What follows belongs to an exercise in optimizing a design on an open flow for small area, a short achievable clock period and few clock cycles per item; a production flow would make more cautious choices. Function was checked by simulation only, so behaviour that the tests miss may differ from the original. Power is estimated from default activity; no workload was simulated.

[design/flow/flow/run.sh]
#!/bin/bash
# The standard layout (standard synthesis, floorplan, power grid, tap
# cells, placement, CTS, routing), with each port buffered by buf_2 instead
# of the delay cell that buffer_ports picks by default.
set -euo pipefail
bash standard.sh "BUFFER_PORTS_ARGS=-buffer_cell sky130_fd_sc_hd__buf_2" finish > layout.log 2>&1
[design/flow/standard.sh]
#!/bin/bash
# synth_recipe.tcl (not shown) runs the flow's synth.tcl, then flattens the netlist and writes it again
# the make line also repeats each setting of config.mk as NAME=value (left out here)
make -C /OpenROAD-flow-scripts/flow DESIGN_CONFIG=/design/flow/config.mk WORK_HOME=/design/flow/orfs CLKGATE_MAP_FILE= SYNTH_SCRIPT=/design/flow/synth_recipe.tcl "${@:-finish}"
[design/flow/config.mk]
export PLATFORM = sky130hd
export DESIGN_NAME = pedal_plausibility_filter
export DESIGN_NICKNAME = pedal_plausibility_filter
export VERILOG_FILES = /design/flow/design.v
export SDC_FILE = /design/flow/constraint.sdc
export NUM_CORES = 4
export LEC_CHECK = 0
export ABC_AREA = 1
export CAP_MARGIN = 20
export CORE_MARGIN = 2
export CORE_UTILIZATION = 50
export CTS_BUF_LIST = sky130_fd_sc_hd__clkbuf_8
export PLACE_DENSITY = 0.65
export SETUP_SLACK_MARGIN = 1.0
export SLEW_MARGIN = 20
[design/flow/constraint.sdc]
create_clock -name core_clock -period 7.0 [get_ports {clk}]
set_input_delay 1.4000 -clock core_clock [delete_from_list [all_inputs] [get_ports {clk}]]
set_output_delay 1.4000 -clock core_clock [all_outputs]
set_load 0.01 [all_outputs]
[design/flow/design.v]
package ppf_pkg;
  localparam int ADC_BITS   = 12;
  localparam int PCT_W      = 15;
  localparam int CNT_W      = 8;
  localparam int ALPHA_W    = 16;
  localparam int CFG_W      = 16;
  localparam int STEP_W     = 4;
  localparam int MUL_DIGITS = ALPHA_W / 2;
  localparam logic [PCT_W-1:0]   FULL_PCT  = 15'd25600;
  localparam logic [ALPHA_W-1:0] ALPHA_ONE = 16'd32768;
  localparam logic [CNT_W-1:0]   COUNT_MAX = 8'hFF;
  localparam logic [STEP_W-1:0] DIV_LAST = STEP_W'(PCT_W - 1);
  localparam logic [STEP_W-1:0] MUL_LAST = STEP_W'(MUL_DIGITS - 1);
  typedef enum logic [2:0] {
    REG_ADC_LOW,
    REG_ADC_HIGH,
    REG_TOLERANCE,
    REG_DEBOUNCE,
    REG_FLOOR,
    REG_CEILING,
    REG_ALPHA,
    REG_RISE
  } reg_index_t;
  typedef enum logic [2:0] {
    ST_IDLE,
    ST_CHECK,
    ST_LOAD,
    ST_DIV,
    ST_EMA,
    ST_MUL,
    ST_ACC,
    ST_FIN
  } state_t;
  typedef struct packed {
    logic [ADC_BITS-1:0] sample_a;
    logic [ADC_BITS-1:0] sample_b;
  } sample_t;
  typedef struct packed {
    logic [PCT_W-1:0] demand_percent;
    logic [PCT_W-1:0] filtered_percent;
    logic [PCT_W-1:0] converted_percent;
    logic             plausible;
    logic             contradiction;
    logic             rate_clamped;
  } result_t;
endpackage
import ppf_pkg::*;
module pedal_plausibility_filter (
  input  logic                 clk,
  input  logic                 rst,
  input  logic                 sample_valid,
  output logic                 sample_ready,
  input  ppf_pkg::sample_t     sample,
  output logic                 result_valid,
  input  logic                 result_ready,
  output ppf_pkg::result_t     result,
  input  logic                 cfg_valid,
  output logic                 cfg_ready,
  input  ppf_pkg::reg_index_t  cfg_index,
  input  logic [ppf_pkg::CFG_W-1:0] cfg_data
);
  localparam int NS = 6;
  localparam logic [NS*4-1:0] STEPS = {4'd2, 4'd3, 4'd3, 4'd3, 4'd3, 4'd1};
  localparam int TW = PCT_W;                
  localparam int WW = ADC_BITS + TW;        
  localparam logic [1:0] K_PLAUS = 2'd0;    
  localparam logic [1:0] K_FAULT = 2'd1;    
  localparam logic [1:0] K_DIS   = 2'd2;    
  localparam logic [1:0] K_CONTR = 2'd3;    
  logic [ADC_BITS-1:0] cfg_low;
  logic [ADC_BITS-1:0] cfg_high;
  logic [ADC_BITS-1:0] cfg_tol;
  logic [CNT_W-1:0]    cfg_debounce;
  logic [ADC_BITS-1:0] cfg_floor;
  logic [ADC_BITS-1:0] cfg_ceil;
  logic [ALPHA_W-1:0]  cfg_alpha;
  logic [PCT_W-1:0]    cfg_rise;
  assign cfg_ready = !rst;
  always_ff @(posedge clk) begin
    if (rst) begin
      cfg_low      <= '0;
      cfg_high     <= 12'd4095;
      cfg_tol      <= 12'd100;
      cfg_debounce <= 8'd3;
      cfg_floor    <= '0;
      cfg_ceil     <= 12'd4095;
      cfg_alpha    <= 16'd8192;
      cfg_rise     <= 15'd512;
    end else if (cfg_valid) begin
      unique case (cfg_index)
        REG_ADC_LOW:   cfg_low      <= cfg_data[ADC_BITS-1:0];
        REG_ADC_HIGH:  cfg_high     <= cfg_data[ADC_BITS-1:0];
        REG_TOLERANCE: cfg_tol      <= cfg_data[ADC_BITS-1:0];
        REG_DEBOUNCE:  cfg_debounce <= cfg_data[CNT_W-1:0];
        REG_FLOOR:     cfg_floor    <= cfg_data[ADC_BITS-1:0];
        REG_CEILING:   cfg_ceil     <= cfg_data[ADC_BITS-1:0];
        REG_ALPHA:     cfg_alpha    <= cfg_data[ALPHA_W-1:0];
        REG_RISE:      cfg_rise     <= cfg_data[PCT_W-1:0];
      endcase
    end
  end
  logic [ADC_BITS-1:0] span, den;
  logic [ADC_BITS-1:0] den_r;
  assign span = cfg_high - cfg_low;
  assign den  = (span == '0) ? ADC_BITS'(1) : span;
  always_ff @(posedge clk) begin
    den_r  <= den;
  end
  function automatic logic [WW-1:0] div_step(input logic [WW-1:0] w,
                                             input logic [ADC_BITS-1:0] d);
    logic [ADC_BITS:0]   t;
    logic [ADC_BITS+1:0] s1;
    t  = {w[WW-1:TW], w[TW-1]};
    s1 = {1'b0, t} - {2'b0, d};
    if (!s1[ADC_BITS+1])
      div_step = {s1[ADC_BITS-1:0], w[TW-2:0], 1'b1};
    else
      div_step = {t[ADC_BITS-1:0], w[TW-2:0], 1'b0};
  endfunction
  function automatic logic [WW-1:0] live_mask(input int k);
    live_mask = '1;
    for (int p = 0; p < TW; p++)
      if (p >= k && p <= k + 7) live_mask[p] = 1'b0;
  endfunction
  function automatic int steps_of(input int s);
    steps_of = int'(STEPS[s*4 +: 4]);
  endfunction
  function automatic int steps_before(input int s);
    steps_before = 0;
    for (int i = 0; i < s; i++) steps_before += steps_of(i);
  endfunction
  logic adv, take;
  assign adv          = !result_valid || result_ready;
  assign sample_ready = !rst && adv;
  assign take         = sample_valid && sample_ready;
  logic [ADC_BITS-1:0] sa, sb;
  logic [ADC_BITS:0]   sum_ab;
  logic [ADC_BITS-1:0] avg, diff, x_off, x_div;
  logic                disagree, range_fault, at_low, at_high, contra_now;
  logic [CNT_W-1:0]    disagree_count, count_inc;
  logic [1:0]          kind0;
  assign sa          = sample.sample_a;
  assign sb          = sample.sample_b;
  assign sum_ab      = {1'b0, sa} + {1'b0, sb};
  assign avg         = sum_ab[ADC_BITS:1];
  assign diff        = (sa >= sb) ? (sa - sb) : (sb - sa);
  assign disagree    = diff > cfg_tol;
  assign range_fault = (avg < cfg_floor) || (avg > cfg_ceil);
  assign at_low      = avg <= cfg_low;
  assign at_high     = avg >= cfg_high;
  assign count_inc   = (disagree_count == COUNT_MAX) ? disagree_count
                                                     : disagree_count + 1'b1;
  assign contra_now  = count_inc >= cfg_debounce;
  assign x_off       = avg - cfg_low;
  assign x_div       = at_low ? '0 : at_high ? den : x_off;
  assign kind0       = disagree    ? (contra_now ? K_CONTR : K_DIS)
                     : range_fault ? K_FAULT : K_PLAUS;
  always_ff @(posedge clk) begin
    if (rst) begin
      disagree_count <= '0;
    end else if (take) begin
      disagree_count <= disagree ? count_inc : '0;
    end
  end
  logic [ADC_BITS-1:0] x_1;
  logic [1:0]          kind_1;
  logic                v_1;
  always_ff @(posedge clk) begin
    if (rst) v_1 <= 1'b0;
    else if (adv) v_1 <= take;
  end
  always_ff @(posedge clk) begin
    if (adv) begin
      x_1    <= x_div;
      kind_1 <= kind0;
    end
  end
  logic [ADC_BITS+6:0]   x100;
  assign x100 = {1'b0, x_1, 6'b0} + {2'b0, x_1, 5'b0} + {5'b0, x_1, 2'b0};
  logic [NS-1:0][WW-1:0] w_in, w_out;
  logic [NS-1:0][1:0]    k_in;
  logic [NS-1:0]         v_in;
  assign w_in[0] = {x100, 8'b0};
  assign k_in[0] = kind_1;
  assign v_in[0] = v_1;
  for (genvar s = 0; s < NS; s++) begin : g_div
    always_comb begin
      w_out[s] = w_in[s] & live_mask(steps_before(s));
      for (int i = 0; i < steps_of(s); i++)
        w_out[s] = div_step(w_out[s], den_r);
    end
    if (s + 1 < NS) begin : g_reg
      always_ff @(posedge clk) begin
        if (rst) v_in[s+1] <= 1'b0;
        else if (adv) v_in[s+1] <= v_in[s];
      end
      always_ff @(posedge clk) begin
        if (adv) begin
          w_in[s+1] <= w_out[s];
          k_in[s+1] <= k_in[s];
        end
      end
    end
  end
  logic [PCT_W-1:0] pct_f;
  logic [1:0]       kind_f;
  logic             v_f;
  always_ff @(posedge clk) begin
    if (rst) v_f <= 1'b0;
    else if (adv) v_f <= v_in[NS-1];
  end
  always_ff @(posedge clk) begin
    if (adv) begin
      pct_f  <= w_out[NS-1][PCT_W-1:0];
      kind_f <= k_in[NS-1];
    end
  end
  localparam int MW = 2 * PCT_W;            
  localparam int ND = 8;                    
  logic [PCT_W-1:0] ema_value, conv_value, demand_value;
  logic             ema_seeded;
  logic [1:0]       kind_r;
  logic             rising, use_mul;
  logic [ND-1:0]    negs;
  logic [ND-1:0][MW-1:0] rows;
  logic [MW-1:0]    msum;
  logic [PCT_W-1:0] ema_next;
  logic [PCT_W+1:0] a3_r;                   
  assign rising  = pct_f >= ema_value;
  assign use_mul = ema_seeded && rising && !cfg_alpha[ALPHA_W-1];
  always_ff @(posedge clk) a3_r <= {2'b0, cfg_alpha[PCT_W-1:0]} + {1'b0, cfg_alpha[PCT_W-1:0], 1'b0};
  always_comb begin
    for (int j = 0; j < ND; j++) begin
      logic [3:0]     pe;
      logic [2:0]     mag;                  
      logic [PCT_W+2:0] m, u;
      pe = (j == ND - 1) ? {1'b0, pct_f[2*j], 1'b0, ema_value[2*j]}
                         : {pct_f[2*j+1 -: 2], ema_value[2*j+1 -: 2]};
      unique case (pe)
        4'b0100, 4'b1001, 4'b1110: {negs[j], mag} = {1'b0, 3'b001};
        4'b0001, 4'b0110, 4'b1011: {negs[j], mag} = {1'b1, 3'b001};
        4'b1000, 4'b1101:          {negs[j], mag} = {1'b0, 3'b010};
        4'b0010, 4'b0111:          {negs[j], mag} = {1'b1, 3'b010};
        4'b1100:                   {negs[j], mag} = {1'b0, 3'b100};
        4'b0011:                   {negs[j], mag} = {1'b1, 3'b100};
        default:                   {negs[j], mag} = {1'b0, 3'b000};
      endcase
      m = ({(PCT_W+3){mag[0]}} & {3'b0, cfg_alpha[PCT_W-1:0]})
        | ({(PCT_W+3){mag[1]}} & {2'b0, cfg_alpha[PCT_W-1:0], 1'b0})
        | ({(PCT_W+3){mag[2]}} & {1'b0, a3_r});
      u = m ^ {(PCT_W+3){negs[j]}};
      if (j == 0)
        rows[j] = MW'({!negs[j], negs[j], negs[j], u[PCT_W+1:0]});
      else if (j <= 5)
        rows[j] = MW'({1'b1, !negs[j], u[PCT_W+1:0], 1'b0, negs[j-1]} << (2 * j - 2));
      else
        rows[j] = MW'({!negs[j], u[PCT_W+1:0], 1'b0, negs[j-1]} << (2 * j - 2));
    end
  end
  assign msum = rows[0] + rows[1] + rows[2] + rows[3] + rows[4] + rows[5]
              + rows[6] + rows[7] + {ema_value, {(PCT_W-1){1'b0}}, negs[ND-1]};
  assign ema_next = use_mul ? msum[MW-1:PCT_W] : pct_f;
  always_ff @(posedge clk) begin
    if (rst) begin
      result_valid <= 1'b0;
      ema_value    <= '0;
      conv_value   <= '0;
      ema_seeded   <= 1'b0;
      kind_r       <= K_FAULT;
    end else if (adv) begin
      result_valid <= v_f;
      if (v_f) begin
        kind_r <= kind_f;
        if (kind_f == K_FAULT) begin
          ema_value  <= '0;
          conv_value <= '0;
          ema_seeded <= 1'b0;
        end else if (kind_f == K_PLAUS) begin
          ema_value  <= ema_next;
          conv_value <= pct_f;
          ema_seeded <= 1'b1;
        end
      end
    end
  end
  logic [PCT_W:0]   rise_top;
  logic             clamp;
  logic [PCT_W-1:0] demand_out;
  logic [PCT_W-1:0] rise_base;
  assign rise_base = (result_valid && result_ready) ? demand_out : demand_value;
  always_ff @(posedge clk) rise_top <= {1'b0, rise_base} + {1'b0, cfg_rise};
  assign clamp      = (kind_r == K_PLAUS) && ({1'b0, ema_value} > rise_top);
  assign demand_out = (kind_r == K_FAULT || kind_r == K_CONTR) ? '0
                    : (kind_r == K_DIS)                         ? demand_value
                    : clamp                                     ? rise_top[PCT_W-1:0]
                                                                : ema_value;
  always_ff @(posedge clk) begin
    if (rst) begin
      demand_value <= '0;
    end else if (result_valid && result_ready) begin
      demand_value <= demand_out;
    end
  end
  assign result.demand_percent    = demand_out;
  assign result.filtered_percent  = ema_value;
  assign result.converted_percent = conv_value;
  assign result.plausible         = (kind_r == K_PLAUS) || (kind_r == K_DIS);
  assign result.contradiction     = (kind_r == K_CONTR);
  assign result.rate_clamped      = clamp;
endmodule
==> results.toml, run 1 <==
[status]
status = "timing/DRC/antenna clean"

[route]
top_layer = "met4"
routed_wl_um = 101000
route.met2.wl_um = 46300
drt-wirelength-per-cell_um = 18.0
drc = 0
drt-initial-drc-count = 2528
wl_met3_um = 7330
drtPass1Iterations = 6
wl_met1_um = 44600
vias_per_cell = 5.56
vias = 31300
ant_nets = 0

[power]
leakage_nw = 18.8
total_power_mw = 20.0
internal_power_mw = 9.55
peakVddDrop_mv = 0.393
power.share.clock = 0.101
pwr-share-comb = 0.730
power.share.sequential = 0.170
p_switching_mw = 10.4
p_per_area_nw_per_um2 = 521
switching_share = 0.522

[clock_network]
clk_pin_slew_ns = 0.07
htree_levels = 3
clockRootBuffer = "clkbuf_8"
cts_sinks = 349
cts_hold_buf = 0
cts_buffers = 67
clk_latency_ns = 0.65
tritoncts = "built"
clockBufferDepth = 3

[global_route]
grt_max_degree = 77
grt_pass1_wl_um = 159000
first_global_vias = 29700
grtUsageTotal = 0.281
overflow = 0
antenna_found_initial = 1

[critical_path]
endpoint_kind = "flip-flop"
critPathLaunchType = "flip-flop"
cp.arrival_ns = 6.42
cp-startpoint = "pct_f[4]"
cp_max_fo = 8
r2r_start = "pct_f[4]"
worst-setup-path-type = "flip-flop to flip-flop"
crit_required_ns = 7.51

[synthesis]
avgSynthCellArea_um2 = 7.54
yosysTopAreaCell = "ha_1"
synth-edff-count = 141
ys_ff_latch = 349
synth_fp_nets = 5165
synth.distinct_cells = 55
netlist_area_um2 = 34400
synthFlopType = "dfxtp_1"
syn_inst = 4565
synth_top_cell_area_share = 0.154
yosys_warnings = 1
yosysSeqAreaShare = 0.244
synthTopCellsByArea = "ha_1, edfxtp_1, dfxtp_1"
ys_async_sr_fraction = 0

[timing]
skew_ns = 0.0565
finalCriticalPeriod_ns = 5.91
setup_viol = 0
relSlewSlack = 0.258
timing.fmax_mhz = 169
finalSetupTns_ns = 0
rsz0062_at_grt = "true"
slew_viol_final = 0
holdWs_ns = 0.382
min_period_over_period = 0.845
hold_viol_final = 0
tightest_slew_ns = 1.11

[placement]
gp_congestion = 0.986
io_buffers = 98
dpl_cell_area_um2 = 35800
hpwl_um = 78300

[min_path]
holdCritStartpoint = "w_in[136]"
hold_class = "flip-flop to flip-flop"

[finish]
drive_gt1_frac = 0.108
area_growth_pct = 11.4
finalNetCount = 5294
final_area_um2 = 38300
final_util = 0.561
nFillCells = 6542

[die]
die_area_um2 = 70900
initial_core_util = 0.503
rows = 96
coreArea_um2 = 68300
die_h_um = 266
die_w_um = 266
ios = 99

[run]
drv_cap = 0
==> kinds of logic after synthesis <==
family | synth area share
AND/OR/NAND/NOR | 0.191
AO/OA/AOI/OAI | 0.165
buffers and inverters | 0.0872
adder cells (fa/ha/maj) | 0.229
flip-flops | 0.244
XOR/XNOR | 0.0825
multiplexers | 0.00116
==> metrics by stage <==
step | cells | setup slack [ns]
2_1_floorplan | 4565 | 1.33
3_3_place_gp | 5471 | 0.657
3_5_place_dp | 5471 | 0.529
4_1_cts | 5594 | 1.00
5_1_grt | 5629 | 0.915
6_report | 5629 | 1.09
==> per-layer routing <==
layer / global-route usage / up-vias
met5: 0 / -
met4: 0.0859 / 0
met3: 0.0520 / 216
met2: 0.462 / 1058
met1: 0.375 / 14600
li1: - / 15500
==> power groups by stage <==
stage / Combinational [mW] / Clock, mW / Sequential [mW]
finish: 14.6 / 2.01 / 3.39
global route: 16.4 / 2.14 / 3.42
CTS: 13.4 / 2.06 / 3.36
detailed placement: 13.2 / 0 / 3.40
global placement: 13.1 / 0 / 3.40
floorplan: 10.5 / 0 / 3.24
==> Yosys cell counts (all sizes together), types with 2 or more instances <==
library cell,instances
nand2,1016
inv,642
ha,423
a21oi,420
o21ai,280
nor2,255
xor2,241
nand3,224
dfxtp,208
edfxtp,141
fa,129
xnor2,83
clkbuf,79
o211ai,70
buf,51
o221ai,51
nor3,33
o22ai,31
nand4,26
or2,26
a21o,22
a211oi,18
a31oi,16
o21bai,14
a21boi,13
o21a,12
o2111ai,11
nand3b,5
o31ai,5
mux2i,4
a221oi,3
clkinv,3
nor4,3
o41ai,2
==> area by class of cell <==
cell class	instances	area (um^2)	area share
Antenna cell	1	2.50	0.0000653
Clock buffer	74	1020	0.0266
Clock inverter	47	287	0.00747
Inverter	645	2480	0.0647
Multi-Input combinational cell	3447	23800	0.621
Sequential cell	349	8420	0.220
Tap cell	882	1100	0.0288
Timing Repair Buffer	182	1210	0.0317
Timing Repair inverter	2	12.5	0.000326
==> critical path: stages (launching register included) <==
cell and delay [ns]:
edfxtp_1 0.47, inv_1 0.15, nor2_1 0.17, inv_1 0.07, o22ai_1 0.17, buf_4 0.21
clkinvlp_4 0.24, o221ai_2 0.21, xor2_1 0.22, fa_1 0.47, fa_1 0.52, fa_1 0.54
inv_1 0.05, fa_1 0.53, inv_1 0.05, ha_2 0.32, a21oi_1 0.15, inv_1 0.14
a31oi_4 0.20, o21a_1 0.17, nand2_1 0.12, nand2_1 0.09, nand2_1 0.08, nand2_1 0.07
nand2_1 0.08, o21ai_4 0.22, nand2_1 0.07
==> placed cells by master, fill, tap and decap left out, drive strengths merged, types with 25 or more instances in the layout <==
master and instances:
buf 182, nand4 26, nand2 1019, or2 26, dfxtp 208, clkinv 25, nor2 255, xnor2 83
a21oi 423, clkbuf 74, inv 664, nand3 224, o22ai 31, o211ai 70, edfxtp 141, o221ai 51
o21ai 280, xor2 241, nor3 33, ha 423, fa 129
==> flip-flops by register name (all words and copies together), names as in the netlist, 5 cells and up <==
signal / cells
ema_value: 15
cfg_floor: 12
cfg_high: 12
a3_r: 17
cfg_debounce: 8
demand_value: 15
v_in: 5
cfg_ceil: 12
w_in: 100
cfg_rise: 15
cfg_tol: 12
den_r: 12
cfg_low: 12
disagree_count: 8
conv_value: 15
pct_f: 15
rise_top: 16
x_1: 12
k_in: 10
cfg_alpha: 16
==> timing repair <==
| action | CTS | global route |
|---|---|---|
| gates cloned | 1 | 7 |
| setup buffers | 1 | 27 |
| endpoints found under the hold margin | 0 | 0 |
| gates resized for setup | 32 | 194 |
| endpoints found under the setup margin | 57 | 65 |
| pin swaps | 2 | 23 |
==> path summary, 6_finish.rpt <==
path,endpoint,slack [ns],depth (start not counted)
hold / removal,pct_f[3],0.38,0
hold reg to reg,pct_f[3],0.38,0
setup / recovery,ema_value[8],1.09,26
setup reg to reg,ema_value[8],1.09,26
Testbench counts, summed over its fixed seeds: cycles 1,664, items 1,600.
==> inputs of run 2 (changes only) <==
--- a/design/flow/config.mk
+++ b/design/flow/config.mk
@@ -11,5 +11,5 @@
 export CORE_UTILIZATION = 50
 export CTS_BUF_LIST = sky130_fd_sc_hd__clkbuf_8
 export PLACE_DENSITY = 0.65
-export SETUP_SLACK_MARGIN = 1.0
+export SETUP_SLACK_MARGIN = 1.15
 export SLEW_MARGIN = 20
==> run 2 against run 1 <==
Against the previous run: synthesized cell count stayed put; global-route usage is 0.098 points higher; cell area is 2.1% higher; clock skew is 0.0030 ns higher; sequential share of layout area is 0.44 points lower; fmax rose by 2.8%.
==> results.toml, run 2 <==
[status]
status = "timing/DRC/antenna clean"

[critical_path]
max_stage_delay_ns = 0.54
cpMaxStageDelayCell = "fa_1"
cp_num_buf_inv = 6
cp_max_fo = 7
endpoint_kind = "flip-flop"
cp_common_cell = "nand2_1"
cp.arrival_ns = 6.27
worst-setup-path-type = "flip-flop to flip-flop"
crit_required_ns = 7.51
path_delay_family = "adder cells"
critPathLaunchType = "flip-flop"

[finish]
finalNetCount = 5330
layout_commonest_cell = "nand2_1"
stdcell_count = 5665
drive_gt1_frac = 0.132
final_cell_mix = "nand2_1, inv_1, a21oi_1"
final_util = 0.573
area_growth_pct = 13.8
nFillCells = 6430
reg.largest.list = "w_in x100, a3_r x17"
top_register = "w_in"
largest_reg_flops = 100
final_area_um2 = 39100

[placement]
hpwl_um = 78300
place_ws_ns = 0.529
dpl_cell_area_um2 = 35800
gp_congestion = 0.986
dp.cells = 5471
io_buffers = 98

[synthesis]
syn_inst = 4565
ys_async_sr_fraction = 0
synthTopCellsByArea = "ha_1, edfxtp_1, dfxtp_1"
yosys_warnings = 1
netlist_area_um2 = 34400
yosysSeqAreaShare = 0.244
synth.distinct_cells = 55
synth-edff-count = 141
yosysTopAreaCell = "ha_1"
yosys-top-cells-count = "nand2_1, inv_1, ha_1, a21oi_1, nor2_1"
synth_fp_nets = 5165
avgSynthCellArea_um2 = 7.54
synth_top_cell_area_share = 0.154
synthFlopType = "dfxtp_1"
yosysMostFrequentCell = "nand2_1"
ys_ff_latch = 349

[clock_network]
htree_levels = 3
clockBufferDepth = 3
cts_buffers = 67
tritoncts = "built"
clockRootBuffer = "clkbuf_8"
clk_pin_slew_ns = 0.07
cts_sinks = 349
clk_latency_ns = 0.66

[min_path]
hold_class = "flip-flop to flip-flop"

[timing]
tightest_slew_ns = 1.13
skew_ns = 0.0595
finalCriticalPeriod_ns = 5.76
rsz0062_at_grt = "true"
finalSetupTns_ns = 0
slew_viol_final = 0
timing.fmax_mhz = 174
hold_viol_final = 0
relSlewSlack = 0.248
setup_viol = 0
setup_ws_ns = 1.24
holdWs_ns = 0.376
min_period_over_period = 0.822

[route]
routed_wl_um = 103000
vias_per_cell = 5.56
drc = 0
drtPass1Iterations = 6
drt-initial-drc-count = 2491
vias = 31500
drt-wirelength-per-cell_um = 18.1
ant_nets = 0

[die]
rows = 96
die_h_um = 266
initial_core_util = 0.503
ios = 99
die_w_um = 266
coreArea_um2 = 68300
die_area_um2 = 70900

[global_route]
first_global_vias = 29800
antenna_found_initial = 1
grt_pass1_wl_um = 160000
overflow = 0
grtUsageTotal = 0.282
grt_max_degree = 77

[power]
peakVddDrop_mv = 0.379
total_power_mw = 20.7
p_per_area_nw_per_um2 = 528
leakage_nw = 19.0

[run]
drv_cap = 0
## run 2: worst register-to-register path, delay by kind of cell, from the launching register on
family          cells  cell delay [ns]
flops               1             0.48
compound gates      6             1.21
simple gates        7             0.59
buf+inv             6             0.84
fa+ha+maj           5             2.32
xor+xnor            1             0.23
## run 2: repair_timing
action                     CTS  global route
buffers inserted             2            56
setup endpoints to repair   64            65
gates cloned                 3            11
pin swaps                    2            60
gates resized for setup     63           285
hold buffers                 0             0
## run 2: metal layers
metal / GRT usage / up-vias / share of wire
met5: 0 / - / 0
met4: 0.0879 / 0 / 0.033
met3: 0.0518 / 225 / 0.076
met2: 0.464 / 1062 / 0.46
met1: 0.376 / 14600 / 0.43
li1: - / 15600 / -
## run 2: cells by family after synthesis
kind of cell	after synthesis	synth area share
fa+ha+maj	552	0.229
buf+inv	775	0.0872
xor+xnor	324	0.0825
flops	349	0.244
simple gates	1590	0.191
mux	4	0.00116
compound gates	971	0.165
## run 2: area by class of cell
cell class                 instances  area, um^2  share of cell area
clock inverter                    47         287             0.00732
sequential                       349        8420               0.215
inverter                         645        2500              0.0640
clock buffer                      74        1020              0.0260
timing repair buffer             213        1500              0.0383
multi-input combinational       3450       24300               0.620
antenna                            1        2.50           0.0000639
tap                              882        1100              0.0282
timing repair inverter             4        32.5            0.000831
## run 2: report_power, final
group | internal [mW] | switching (mW) | total [mW]
Sequential | 3.03 | 0.376 | 3.40
Combinational | 5.84 | 9.41 | 15.2
Clock | 1.06 | 0.957 | 2.02
## run 2: worst paths after layout
path	startpoint	end	slack, ns	cells after the start
max	pct_f[5]	ema_value[8]	1.24	25
min	w_in[136]	pct_f[3]	0.38	0
max reg2reg	pct_f[5]	ema_value[8]	1.24	25
min reg2reg	w_in[136]	pct_f[3]	0.38	0
==> inputs of run 3 (changes only) <==
==> design/flow/run.sh (new file) <==
#!/bin/bash
# synth_recipe.tcl (not shown) runs the flow's synth.tcl, then flattens the netlist and writes it again
# the make line also repeats each setting of config.mk as NAME=value (left out here)
make -C /OpenROAD-flow-scripts/flow DESIGN_CONFIG=/design/flow/config.mk WORK_HOME=/design/flow/orfs CLKGATE_MAP_FILE= SYNTH_SCRIPT=/design/flow/synth_recipe.tcl finish
--- a/design/flow/config.mk
+++ b/design/flow/config.mk
@@ -11,5 +11,5 @@
 export CORE_UTILIZATION = 50
 export CTS_BUF_LIST = sky130_fd_sc_hd__clkbuf_8
 export PLACE_DENSITY = 0.65
-export SETUP_SLACK_MARGIN = 1.15
+export SETUP_SLACK_MARGIN = 1.0
 export SLEW_MARGIN = 20
removed: design/flow/flow/run.sh
removed: design/flow/standard.sh
==> run 3 against run 2 <==
Against the previous run: flip-flop and latch count is the same; setup slack lost 0.011 ns; die area is the same; non-clock buffer count shrank 21; clock skew shrank 0.0018 ns; count of clock-buffer cells in the layout is the same; hold slack gained 0.023 ns; global-route usage shrank 0.60 points; clock power is essentially flat; synthesized area is the same; cell area shrank 0.66%.
==> results.toml, run 3 <==
[status]
status = "timing/DRC/antenna clean"

[synthesis]
syn_inst = 4565
synth-edff-count = 141
yosys-top-cells-count = "nand2_1, inv_1, ha_1, a21oi_1, nor2_1"
yosys_warnings = 1
ys_async_sr_fraction = 0
synth_top_cell_area_share = 0.154
yosysMostFrequentCell = "nand2_1"
synthTopCellsByArea = "ha_1, edfxtp_1, dfxtp_1"
synthFlopType = "dfxtp_1"
netlist_area_um2 = 34400
yosysSeqAreaShare = 0.244
synth_fp_nets = 5165
synth.distinct_cells = 55
ys_ff_latch = 349
avgSynthCellArea_um2 = 7.54
yosysTopAreaCell = "ha_1"

[placement]
hpwl_um = 76500
gp_congestion = 0.952
dp.cells = 5475
place_ws_ns = 0.494
io_buffers = 98

[power]
p_switching_mw = 10.2
p_per_area_nw_per_um2 = 509
switching_share = 0.517
pwr-share-comb = 0.728
power.share.clock = 0.102
internal_power_mw = 9.56
peakVddDrop_mv = 0.313
leakage_nw = 18.8
power.share.sequential = 0.170

[timing]
skew_ns = 0.0576
tightest_slew_ns = 1.02
rsz0062_at_grt = "true"
finalSetupTns_ns = 0
relSlewSlack = 0.315
slew_viol_final = 0
min_period_over_period = 0.824
setup_viol = 0
setup_ws_ns = 1.23
hold_viol_final = 0
timing.fmax_mhz = 173
finalCriticalPeriod_ns = 5.77

[finish]
stdcell_count = 5637
finalNetCount = 5302
final_util = 0.569
final_cell_mix = "nand2_1, inv_1, ha_1"
drive_gt1_frac = 0.0913
reg.largest.list = "w_in x100, a3_r x17"
layout_commonest_cell = "nand2_1"
top_register = "w_in"
area_growth_pct = 13.0
largest_reg_flops = 100

[clock_network]
clockRootBuffer = "clkbuf_8"
clk_latency_ns = 0.68
htree_levels = 3
cts_hold_buf = 0
clockBufferDepth = 3
cts_sinks = 349
tritoncts = "built"
cts_buffers = 66
clk_pin_slew_ns = 0.07

[die]
coreArea_um2 = 68300
initial_core_util = 0.503
die_h_um = 266
die_w_um = 266
ios = 99
die_area_um2 = 70900
rows = 96

[min_path]
hold_class = "flip-flop to flip-flop"

[critical_path]
crit_required_ns = 7.53
cp.arrival_ns = 6.30
worst-setup-path-type = "flip-flop to flip-flop"
critPathLaunchType = "flip-flop"
cp_max_fo = 8
endpoint_kind = "flip-flop"

[route]
drc = 0
drt-initial-drc-count = 2594
routed_wl_um = 99200
vias = 31200
ant_nets = 0
vias_per_cell = 5.54
drt-wirelength-per-cell_um = 17.6
drtPass1Iterations = 6

[global_route]
antenna_found_initial = 1
first_global_vias = 29300
grt_pass1_wl_um = 156000
grtUsageTotal = 0.276
overflow = 0
grt_max_degree = 83

[run]
drv_cap = 0
-- run 3: critical path, stage by stage, from the launching register on --
cell and delay, ns:
dfxtp_4 0.43, inv_1 0.14, nor2_1 0.15, inv_1 0.10, o22ai_1 0.13, buf_4 0.20, clkinvlp_4 0.22, buf_4 0.20
o221ai_1 0.17, xor2_1 0.23, fa_1 0.47, fa_1 0.52, fa_1 0.55, inv_1 0.05, fa_1 0.52, inv_1 0.06
ha_4 0.25, a21oi_1 0.12, inv_1 0.09, a31oi_1 0.27, o21a_1 0.19, nand2_1 0.10, nand2_1 0.07, nand2_1 0.08
nand2_1 0.07, nand2_1 0.05, o21ai_1 0.13, nand2_1 0.06
-- run 3: power by group through the flow --
stage	sequential, mW	combinational (mW)	clock (mW)
final	3.37	14.4	2.02
after global routing	3.42	16.3	2.15
after CTS	3.35	13.4	2.06
after detailed placement	3.38	13.1	0
after global placement	3.39	13.0	0
after floorplan	3.24	10.5	0
-- run 3: cell families (layout without fill, tap and decap cells) --
group / after synthesis / in the layout / synth area share
AND/OR/NAND/NOR: 1590 / 1594 / 0.191
AO/OA/AOI/OAI: 971 / 971 / 0.165
buffers and inverters: 775 / 960 / 0.0872
adder cells (fa/ha/maj): 552 / 552 / 0.229
flip-flops: 349 / 349 / 0.244
XOR/XNOR: 324 / 324 / 0.0825
multiplexers: 4 / 4 / 0.00116
other: 0 / 1 / 0
-- run 3: final cells by class --
type	instances	area, um^2
fillers	6397	29500
repair buffers	192	1810
flip-flops and latches	349	8420
clock buffers	74	1020
repair inverters	3	21.3
inverters	645	2470
diodes	1	2.50
clock inverters	46	293
multi-input cells	3445	23700
well taps	882	1100
-- run 3: worst paths after layout --
check / start / end / slack (ns) / cells past startpoint
worst max-delay path: ema_value[4] / ema_value[8] / 1.23 / 27
worst min-delay path: w_in[86] / w_in[116] / 0.40 / 0
worst max register to register: ema_value[4] / ema_value[8] / 1.23 / 27
worst min register to register: w_in[86] / w_in[116] / 0.40 / 0
-- run 3: metrics by stage --
step | hold WS [ns] | cell area [um^2] | total power, mW
global placement | 0.401 | 36400 | 16.4
floorplan | 0.400 | 34400 | 13.7
finish | 0.399 | 38900 | 19.8
global route | 0.408 | 38900 | 21.9
detailed placement | 0.405 | 36400 | 16.5
CTS | 0.401 | 37800 | 18.8
-- run 3: metal layers --
metal | track usage | vias to the layer above | share of wire
li1 | - | 15500 | -
met1 | 0.379 | 14600 | 0.45
met2 | 0.453 | 986 | 0.46
met3 | 0.0409 | 164 | 0.065
met4 | 0.0744 | 0 | 0.025
met5 | 0 | - | 0
-- run 3: what timing repair did --
| item | in CTS | in global routing |
|---|---|---|
| setup endpoints to repair | 58 | 67 |
| buffers inserted | 2 | 27 |
| gates cloned | 3 | 8 |
| gates resized for setup | 39 | 185 |
| pin swaps | 3 | 22 |
==> inputs of run 4 (changes only) <==
--- a/design/flow/config.mk
+++ b/design/flow/config.mk
@@ -11,5 +11,5 @@
 export CORE_UTILIZATION = 50
 export CTS_BUF_LIST = sky130_fd_sc_hd__clkbuf_8
 export PLACE_DENSITY = 0.65
-export SETUP_SLACK_MARGIN = 1.0
+export SETUP_SLACK_MARGIN = 1.2
 export SLEW_MARGIN = 20
==> run 4 against run 3 <==
Against the previous run: register-to-register slack better by 0.14 ns; routed wire length rose by 1.5%; setup slack better by 0.14 ns; hold slack improved by 0.00050 ns; cell area grew 2.8%; global-route usage up 0.12 points; utilization increased by 1.6 points; die area did not move; combinational power up 6%; via count rose by 0.78%; first-iteration DRC count unchanged; critical endpoint is now ema_value[14]; largest cell class unchanged; largest power group unchanged; highest routed layer unchanged.
==> results.toml, run 4 <==
[min_path]
hold_class = "flip-flop to flip-flop"
min_to = "w_in[68]"
hold_depth = 0
holdCritStartpoint = "w_in[38]"

[timing]
min_period_over_period = 0.804
finalSetupTns_ns = 0
relSlewSlack = 0.312
skew_ns = 0.0618
rsz0062_at_grt = "true"
timing.fmax_mhz = 178
hold_viol_final = 0
setup_viol = 0
finalCriticalPeriod_ns = 5.63
slew_viol_final = 0
tightest_slew_ns = 1.03
setup_ws_ns = 1.37
holdWs_ns = 0.400

[route]
vias = 31500
drtPass1Iterations = 8
drc = 0
drt-initial-drc-count = 2594
vias_per_cell = 5.53
routed_wl_um = 101000
ant_nets = 0
drt-wirelength-per-cell_um = 17.7

[critical_path]
cp.arrival_ns = 6.16
crit_required_ns = 7.53
worst-setup-path-type = "flip-flop to flip-flop"
critPathLaunchType = "flip-flop"
endpoint_kind = "flip-flop"
cp_max_fo = 7
cp_common_cell = "nand2_1"
ff2ff_setup_slack_ns = 1.37
reg2reg_to = "ema_value[14]"
r2r_start = "pct_f[4]"
cpMaxStageDelayCell = "fa_1"
cp-startpoint = "pct_f[4]"
r2r_cells = 28
max_stage_delay_ns = 0.55

[finish]
finalNetCount = 5355
largest_reg_flops = 100
area_growth_pct = 16.2
drive_gt1_frac = 0.121
final_cell_mix = "nand2_1, inv_1, a21oi_1"
regArea_um2 = 8430
nFillCells = 6275
reg.largest.list = "w_in x100, a3_r x17"
layout_commonest_cell = "nand2_1"
top_register = "w_in"
multi_input_area_um2 = 24300

[synthesis]
synth-edff-count = 141
yosysTopAreaCell = "ha_1"
synth_fp_nets = 5165
synthFlopType = "dfxtp_1"
yosys-top-cells-count = "nand2_1, inv_1, ha_1, a21oi_1, nor2_1"
synthTopCellsByArea = "ha_1, edfxtp_1, dfxtp_1"
yosysSeqAreaShare = 0.244
netlist_area_um2 = 34400
ys_ff_latch = 349
synth.distinct_cells = 55
ys_async_sr_fraction = 0
yosys_warnings = 1
yosysMostFrequentCell = "nand2_1"
syn_inst = 4565
avgSynthCellArea_um2 = 7.54
synth_top_cell_area_share = 0.154

[power]
power.share.clock = 0.097
switching_share = 0.514
p_per_area_nw_per_um2 = 519
power.share.sequential = 0.163
p_switching_mw = 10.7
peakVddDrop_mv = 0.312
pwr-share-comb = 0.739
internal_power_mw = 10.1
leakage_nw = 19.1

[clock_network]
clockRootBuffer = "clkbuf_8"
cts_sinks = 349
htree_levels = 3
clk_pin_slew_ns = 0.07
clockBufferDepth = 3
clk_latency_ns = 0.68
tritoncts = "built"
cts_hold_buf = 0
cts_buffers = 66

[status]
status = "timing/DRC/antenna clean"

[die]
die_h_um = 266
die_w_um = 266
coreArea_um2 = 68300
ios = 99
die_area_um2 = 70900
initial_core_util = 0.503
rows = 96

[placement]
hpwl_um = 76500
place_ws_ns = 0.494
io_buffers = 98
gp_congestion = 0.952

[global_route]
overflow = 0
grtUsageTotal = 0.278
antenna_found_initial = 1
first_global_vias = 29500
grt_pass1_wl_um = 157000
grt_max_degree = 83

[run]
drv_cap = 0
run 4: final cells by class:
type	instances	share of cell area
repair inverters	4	0.000688
flip-flops and latches	349	0.211
inverters	645	0.0623
clock buffers	74	0.0255
clock inverters	46	0.00732
well taps	882	0.0276
diodes	1	0.0000626
repair buffers	244	0.0570
multi-input cells	3445	0.609
run 4: critical path, delay by kind of cell, from the launching register on:
family	cells	cell delay, ns
AND/OR/NAND/NOR	8	0.66
AO/OA/AOI/OAI	6	0.91
buffers and inverters	8	0.98
flip-flops	1	0.42
XOR/XNOR	1	0.22
adder cells (fa/ha/maj)	5	2.32
run 4: power groups by stage:
stage / logic [mW] / registers, mW / clock network, mW
2_1_floorplan: 10.5 / 3.24 / 0
3_3_place_gp: 13.0 / 3.39 / 0
3_5_place_dp: 13.1 / 3.38 / 0
4_1_cts: 13.6 / 3.35 / 2.06
5_1_grt: 17.2 / 3.43 / 2.15
6_report: 15.3 / 3.39 / 2.02
run 4: layer usage:
layer | vias up | share of wire | global-route usage
met4 | 0 | 0.026 | 0.0735
met5 | - | 0 | 0
met2 | 976 | 0.46 | 0.457
met3 | 180 | 0.065 | 0.0407
li1 | 15600 | - | -
met1 | 14700 | 0.45 | 0.380
run 4: how the worst max path moves through the flow:
stage	to	slack (ns)	cells past startpoint
2_1_floorplan	w_in[71]	1.33	35
3_3_place_gp	w_in[69]	0.56	34
3_5_place_dp	w_in[98]	0.49	37
4_1_cts	w_in[125]	1.20	40
5_1_grt	w_in[127]	1.13	42
6_report	ema_value[14]	1.37	28
run 4: kinds of logic (layout without fill, tap and decap cells):
| group | count (synthesis) | after routing | synth area share |
|---|---|---|---|
| AND/OR/NAND/NOR | 1590 | 1594 | 0.191 |
| XOR/XNOR | 324 | 324 | 0.0825 |
| AO/OA/AOI/OAI | 971 | 971 | 0.165 |
| adder cells (fa/ha/maj) | 552 | 552 | 0.229 |
| multiplexers | 4 | 4 | 0.00116 |
| flip-flops | 349 | 349 | 0.244 |
| other | 0 | 1 | 0 |
| buffers and inverters | 775 | 1013 | 0.0872 |
run 4: per-stage QoR:
stage	util	instance area, um^2	power (mW)	cells
floorplan	-	34400	13.7	4565
global placement	0.532	36400	16.4	5475
detailed placement	0.532	36400	16.5	5475
CTS	0.557	38100	19.0	5606
global route	0.585	40000	22.8	5690
finish	0.585	40000	20.7	5690
run 4: what timing repair did:
item / in CTS / in global routing
setup endpoints to repair: 65 / 76
resized for setup: 94 / 273
gates cloned: 4 / 8
pin swaps: 4 / 46
setup buffers: 7 / 74
==> inputs of run 5 (changes only) <==
--- a/design/flow/config.mk
+++ b/design/flow/config.mk
@@ -8,8 +8,8 @@
 export ABC_AREA = 1
 export CAP_MARGIN = 20
 export CORE_MARGIN = 2
-export CORE_UTILIZATION = 50
+export CORE_UTILIZATION = 60
 export CTS_BUF_LIST = sky130_fd_sc_hd__clkbuf_8
-export PLACE_DENSITY = 0.65
-export SETUP_SLACK_MARGIN = 1.2
+export PLACE_DENSITY = 0.7
+export SETUP_SLACK_MARGIN = 1.1
 export SLEW_MARGIN = 20
==> run 5 against run 4 <==
Against the previous run: still clean; sequential power grew 1%; cell count shrank 2.4%; clock skew shrank 0.029 ns; global-route usage grew 6.3 points; setup slack lost 0.10 ns; largest cell class unchanged.
==> results.toml, run 5 <==
[power]
pwr-share-comb = 0.729
peakVddDrop_mv = 0.600
p_switching_mw = 10.9
leakage_nw = 19.0
switching_share = 0.517
power.share.clock = 0.108
power.share.sequential = 0.163
p_per_area_nw_per_um2 = 532
internal_power_mw = 10.2

[clock_network]
tritoncts = "built"
htree_levels = 2
cts_hold_buf = 0
clockBufferDepth = 3
clk_pin_slew_ns = 0.07
cts_sinks = 349
clockRootBuffer = "clkbuf_8"
clk_latency_ns = 0.72
cts_buffers = 61

[finish]
top_register = "w_in"
drive_gt1_frac = 0.115
final_util = 0.701
layout_commonest_cell = "nand2_1"
area_growth_pct = 15.0
final_cell_mix = "nand2_1, inv_1, a21oi_1"
reg.largest.list = "w_in x100, a3_r x17"
largest_reg_flops = 100
finalNetCount = 5343
final_area_um2 = 39600

[placement]
hpwl_um = 78500
gp_congestion = 1.01
place_ws_ns = 0.474
dpl_cell_area_um2 = 36200
io_buffers = 98

[critical_path]
cp_common_cell = "fa_1"
cp_max_fo = 7
cp_cell_sequence = "buf_4 > nor2_2 > nand2_1 > o21ai_4 > clkinvlp_4 > buf_4 > o221ai_1 > xor2_1 > fa_1 > fa_1 > fa_1 > inv_1 > fa_1 > inv_1 > ha_2 > a21oi_1 > o21ai_1 > inv_1 > o21ai_0 > a221oi_2 > a21oi_1 > o21ai_0 > nand2_1"
endpoint_kind = "flip-flop"
max_stage_delay_ns = 0.55
path_delay_family = "adder cells"
crit_required_ns = 7.60
cp_num_buf_inv = 6
worst-setup-path-type = "flip-flop to flip-flop"
critPathLaunchType = "flip-flop"
cp.arrival_ns = 6.33
ff2ff_setup_slack_ns = 1.27
cpMaxStageDelayCell = "fa_1"

[synthesis]
synthTopCellsByArea = "ha_1, edfxtp_1, dfxtp_1"
synth-edff-count = 141
yosysMostFrequentCell = "nand2_1"
yosysTopAreaCell = "ha_1"
synth_fp_nets = 5165
yosys-top-cells-count = "nand2_1, inv_1, ha_1, a21oi_1, nor2_1"
netlist_area_um2 = 34400
synthFlopType = "dfxtp_1"
yosys_warnings = 1
yosysSeqAreaShare = 0.244
avgSynthCellArea_um2 = 7.54
synth_top_cell_area_share = 0.154
syn_inst = 4565
synth.distinct_cells = 55
ys_async_sr_fraction = 0
ys_ff_latch = 349

[timing]
hold_viol_final = 0
skew_ns = 0.0328
setup_ws_ns = 1.27
relSlewSlack = 0.276
tightest_slew_ns = 1.08
rsz0062_at_grt = "true"
min_period_over_period = 0.819
setup_viol = 0
slew_viol_final = 0
finalSetupTns_ns = 0
finalCriticalPeriod_ns = 5.73
timing.fmax_mhz = 174

[die]
rows = 87
die_h_um = 243
coreArea_um2 = 56500
ios = 99
die_w_um = 243
initial_core_util = 0.609
die_area_um2 = 59300

[global_route]
grt_max_degree = 87
overflow = 0
antenna_found_initial = 2
grtUsageTotal = 0.341
grt_pass1_wl_um = 161000
first_global_vias = 29800

[route]
routed_wl_um = 104000
drtPass1Iterations = 6
drt-initial-drc-count = 2787
ant_nets = 0
drt-wirelength-per-cell_um = 18.8
vias = 32000
vias_per_cell = 5.77
drc = 0

[run]
drv_cap = 0

[status]
status = "timing/DRC/antenna clean"

[min_path]
hold_class = "flip-flop to flip-flop"
==> run 5: changes by cell type in the layout (fill, tap and decap cells not counted), moves of 5 or more <==
cell | previous run | this run
ha_4 | 39 | 26
a21oi_2 | 32 | 23
clkinv_1 | 9 | 0
a21oi_1 | 387 | 395
ha_1 | 380 | 388
inv_2 | 35 | 27
buf_12 | 9 | 2
nor2_1 | 223 | 230
bufinv_16 | 2 | 8
clkinv_2 | 9 | 15
dfxtp_2 | 6 | 12
dfxtp_4 | 7 | 2
ha_2 | 4 | 9
==> run 5: worst paths after layout <==
check,startpoint,endpoint,cells past startpoint
hold reg to reg,w_in[144],pct_f[11],0
hold / removal,w_in[144],pct_f[11],0
setup reg to reg,ema_value[2],ema_value[9],23
setup / recovery,ema_value[2],ema_value[9],23
==> run 5: through the flow <==
stage | power, mW | cells | hold slack [ns]
floorplan | 13.7 | 4565 | 0.400
global placement | 16.5 | 5350 | 0.402
detailed placement | 16.6 | 5350 | 0.405
CTS | 19.3 | 5482 | 0.409
global route | 22.9 | 5553 | 0.421
finish | 21.1 | 5553 | 0.394
==> run 5: worst reg2reg max path, stage by stage (launching register included) <==
cell and delay, ns:
dfxtp_1 0.32, buf_4 0.20, nor2_2 0.19, nand2_1 0.11, o21ai_4 0.14, clkinvlp_4 0.22
buf_4 0.20, o221ai_1 0.24, xor2_1 0.21, fa_1 0.47, fa_1 0.52, fa_1 0.55
inv_1 0.05, fa_1 0.52, inv_1 0.04, ha_2 0.33, a21oi_1 0.26, o21ai_1 0.15
inv_1 0.12, o21ai_0 0.13, a221oi_2 0.28, a21oi_1 0.10, o21ai_0 0.16, nand2_1 0.06
==> run 5: logic make-up (layout without fill, tap and decap cells) <==
group           after synthesis  in the layout  synth area share
compound gates              971            971             0.165
xor+xnor                    324            324            0.0825
mux                           4              4           0.00116
flops                       349            349             0.244
simple gates               1590           1594             0.191
other cells                   0              1                 0
fa+ha+maj                   552            552             0.229
buf+inv                     775           1002            0.0872
==> run 5: cell type report <==
cell class / instances / area [um^2]
fill: 4753 / 16900
sequential: 349 / 8420
timing repair inverter: 5 / 36.3
antenna: 1 / 2.50
timing repair buffer: 236 / 2120
multi-input combinational: 3445 / 24100
clock inverter: 41 / 440
tap: 756 / 946
inverter: 645 / 2500
clock buffer: 75 / 1030
==> run 5: power by group through the flow <==
stage          clock network [mW]  logic, mW  registers, mW
2_1_floorplan                   0       10.5           3.24
3_3_place_gp                    0       13.1           3.44
3_5_place_dp                    0       13.2           3.43
4_1_cts                      2.30       13.6           3.40
5_1_grt                      2.38       17.1           3.47
6_report                     2.28       15.4           3.43
==> run 5: timing repair <==
item / 4_1_cts / 5_1_grt
endpoints found under the setup margin: 62 / 67
buffers inserted: 12 / 63
pin swaps: 7 / 44
resized for setup: 62 / 252
gates cloned: 4 / 7
==> run 5: layer usage <==
layer / up-vias / part of all wire / global-route usage
met4: 2 / 0.033 / 0.103
met1: 14900 / 0.44 / 0.470
met2: 1270 / 0.45 / 0.549
li1: 15600 / - / -
met3: 254 / 0.083 / 0.0540
met5: - / 0.00015 / 0

afterwards: timing with drivers on the ports:
How much do the figures lean on ideal ports? The routed layouts below were timed once more, with nothing changed but the port constraints.
Step 1 assumes that a clkbuf_16 drives the clock port and a buf_2 every other input.
Step 2 times the ports against the registers' clock, not the clock port: input delays grow and output delays shrink by t, the midpoint of the rising clock arrivals with the driver on.
Slacks: ideal ports / drivers / drivers and shift; pairs: ideal ports / drivers.
run | t, ns | setup WS [ns] | latest minus earliest clock arrival (ns)
run 1 | 0.679 | 1.086 / 1.086 / 1.086 | 0.061 / 0.061
run 2 | 0.687 | 1.244 / 1.244 / 1.122 | 0.064 / 0.064
run 3 | 0.713 | 1.233 / 1.233 / 0.855 | 0.058 / 0.058
run 4 | 0.711 | 1.370 / 1.370 / 1.015 | 0.061 / 0.062
run 5 | 0.771 | 1.268 / 1.268 / 0.856 | 0.040 / 0.040
After both steps every run listed still meets setup and hold. For run 5, which loses most, drivers alone change the setup slack by 0.000 ns; drivers and shift together by -0.412 ns.
